This design comes from an exercise in tuning for small area on the open sky130 flow, not from production work. Only simulation tests tie the RTL to the original design; equivalence was not proved.

Design kyber_zeta_inv_gen, start of the top module:
module kyber_zeta_inv_gen
(
  input  logic        clk,
  input  logic        reset,
  input  logic        start,
  output logic        busy,
  output logic        done,
  input  logic [6:0]  ad,
  input  logic        ce,
  input  logic        oce,
  output logic [11:0] dout
);
Size: roughly 310 cells after synthesis, about 1900 um^2 of cells after synthesis.
clock: 6.0 ns
lec_check: 0
cap_margin: 20
core_margin: 2
core_utilization: 45
gpl_timing_driven: 0
setup_slack_margin: 0.4
slew_margin: 20
synth_hierarchical: 1
standard.sh (not shown) runs the stock make flow with config.mk's settings and CLKGATE_MAP_FILE= SYNTH_SCRIPT=/design/flow/synth_recipe.tcl, a recipe that flattens the netlist after the stock synthesis.
==> flow/flow/run.sh <==
#!/bin/bash
# Standard synthesis (hierarchical, so the generated table logic keeps its
# gate structure), then an area re-map of the flattened combinational logic
# (best of several ABC recipes; flip-flops untouched), then the standard
# layout steps with small port buffers and a small clock tree.
set -euo pipefail
W=$PWD
F=$W/flow
R=$W/orfs/results/$FLOW_PLATFORM/kyber_zeta_inv_gen/base
YOSYS=$(command -v yosys || echo "$FLOW_HOME/../tools/install/yosys/bin/yosys")

bash standard.sh synth > $W/synth_std.log 2>&1
cp $R/1_2_yosys.v $W/std_netlist.v

mkdir -p $W/reopt
cp $F/recipes.txt $F/downsize.txt $F/seqcells.txt $W/reopt/
REOPT_LIB=$FLOW_HOME/platforms/$FLOW_PLATFORM/lib/sky130_fd_sc_hd__tt_025C_1v80.lib \
REOPT_TOP=$FLOW_TOP REOPT_DIR=$W/reopt REOPT_IN=$W/std_netlist.v REOPT_OUT=$W/reopt_netlist.v \
  $YOSYS -q -l $W/reopt.log -c $F/reopt.tcl > $W/reopt.out 2>&1
cp $W/reopt_netlist.v $R/1_2_yosys.v
touch $R/1_2_yosys.v

bash standard.sh \
  "BUFFER_PORTS_ARGS=-buffer_cell sky130_fd_sc_hd__buf_1" \
  "CTS_ARGS=-sink_clustering_enable -sink_clustering_size 30 -sink_clustering_max_diameter 400 -buf_list sky130_fd_sc_hd__clkbuf_4 -root_buf sky130_fd_sc_hd__clkbuf_4 -repair_clock_nets -dont_use_dummy_load" \
  finish > $W/layout.log 2>&1
==> flow/flow/recipes.txt <==
strash; dch -f; map -a; topo
strash; map -a; topo
strash; dch; map -a; topo
strash; dch -f; amap; topo
strash; balance -l; resub -K 6 -l; rewrite -l; resub -K 6 -N 2 -l; refactor -l; resub -K 8 -l; balance -l; resub -K 8 -N 2 -l; rewrite -l; resub -K 10 -l; rewrite -z -l; resub -K 10 -N 2 -l; balance -l; resub -K 12 -l; refactor -z -l; resub -K 12 -N 2 -l; rewrite -z -l; balance -l; dch -f; map -a; topo
strash; balance -l; resub -K 6 -l; rewrite -l; resub -K 6 -N 2 -l; refactor -l; resub -K 8 -l; balance -l; resub -K 8 -N 2 -l; rewrite -l; resub -K 10 -l; rewrite -z -l; resub -K 10 -N 2 -l; balance -l; resub -K 12 -l; refactor -z -l; resub -K 12 -N 2 -l; rewrite -z -l; balance -l; balance -l; resub -K 6 -l; rewrite -l; resub -K 6 -N 2 -l; refactor -l; resub -K 8 -l; balance -l; resub -K 8 -N 2 -l; rewrite -l; resub -K 10 -l; rewrite -z -l; resub -K 10 -N 2 -l; balance -l; resub -K 12 -l; refactor -z -l; resub -K 12 -N 2 -l; rewrite -z -l; balance -l; dch -f; map -a; strash; dch -f; map -a; topo
KEEP || strash; &get -n; &dc2; &put; balance; &get -n; &dc2; &put; dch; map -a; strash; &get -n; &dc2; &put; dch -f; map -a; topo || strash; dch -f; map -a; strash; rewrite; dch; map -a; topo || strash; rewrite; &get -n; &dc2; &put; dch -f; map -a; topo || strash; dch -f; map -a; strash; resub -K 12 -N 2; rewrite -z; dch; map -a; topo || strash; dch -f; map -a; strash; resub -K 8 -N 2; rewrite -z; rewrite; &get -n; &dc2; &put; dch -f; map -a; topo || strash; &get -n; &if -K 6 -a; &put; strash; dch -f; map -a; strash; refactor; rewrite; dch -f; map -a; topo
Other scripts of this flow, unchanged in this note and not shown: flow/flow/downsize.txt, flow/flow/reopt.tcl, flow/flow/seqcells.txt
Change:
==> flow/flow/recipes.txt (replaced) <==
strash; dch -f; map -a; topo
strash; map -a; topo
strash; dch; map -a; topo
strash; dch -f; amap; topo
strash; balance -l; resub -K 6 -l; rewrite -l; resub -K 6 -N 2 -l; refactor -l; resub -K 8 -l; balance -l; resub -K 8 -N 2 -l; rewrite -l; resub -K 10 -l; rewrite -z -l; resub -K 10 -N 2 -l; balance -l; resub -K 12 -l; refactor -z -l; resub -K 12 -N 2 -l; rewrite -z -l; balance -l; dch -f; map -a; topo
strash; balance -l; resub -K 6 -l; rewrite -l; resub -K 6 -N 2 -l; refactor -l; resub -K 8 -l; balance -l; resub -K 8 -N 2 -l; rewrite -l; resub -K 10 -l; rewrite -z -l; resub -K 10 -N 2 -l; balance -l; resub -K 12 -l; refactor -z -l; resub -K 12 -N 2 -l; rewrite -z -l; balance -l; balance -l; resub -K 6 -l; rewrite -l; resub -K 6 -N 2 -l; refactor -l; resub -K 8 -l; balance -l; resub -K 8 -N 2 -l; rewrite -l; resub -K 10 -l; rewrite -z -l; resub -K 10 -N 2 -l; balance -l; resub -K 12 -l; refactor -z -l; resub -K 12 -N 2 -l; rewrite -z -l; balance -l; dch -f; map -a; strash; dch -f; map -a; topo
KEEP || strash; &get -n; &dc2; &put; balance; &get -n; &dc2; &put; dch; map -a; strash; &get -n; &dc2; &put; dch -f; map -a; topo || strash; dch -f; map -a; strash; rewrite; dch; map -a; topo || strash; rewrite; &get -n; &dc2; &put; dch -f; map -a; topo || strash; dch -f; map -a; strash; resub -K 12 -N 2; rewrite -z; dch; map -a; topo || strash; dch -f; map -a; strash; resub -K 8 -N 2; rewrite -z; rewrite; &get -n; &dc2; &put; dch -f; map -a; topo
Hold slack hardly moves.
Setup slack is better by 0.29 ns.
Register-to-register slack improves by 0.02 ns.
Sequential cell count stays the same.
Via count rose by 0.72%.
Final area rose by 0.30%.
Final cell count goes up by 0.78%.
Die area grows by 0.44%.
Area after synthesis goes up by 0.46%.
Synthesized cell count went up by 0.97%.
Utilization climbs by 0.16 points.

==> re-timing with driven ports <==
How much do the figures lean on ideal ports? The routed layouts below were timed once more, with nothing changed but the port constraints. Step 1, drivers: a clkbuf_16 drives clk and a buf_2 each remaining input, both assumed. Step 2 times the ports against the registers' clock, not the clock port: input delays grow and output delays shrink by t, the midpoint of the rising clock arrivals with the driver on. Three values: ideal ports, drivers, drivers and shift; two values: the first two.
run	t (ns)	setup WS [ns]	worst hold slack (ns)	worst register clock-pin slew, ns
the first run	0.314	0.535 / 0.518 / 0.831	0.406 / 0.406 / 0.406	0.10 / 0.10
the second run	0.308	0.825 / 0.805 / 1.113	0.405 / 0.405 / 0.405	0.11 / 0.11
After both steps every run listed still meets setup and hold.
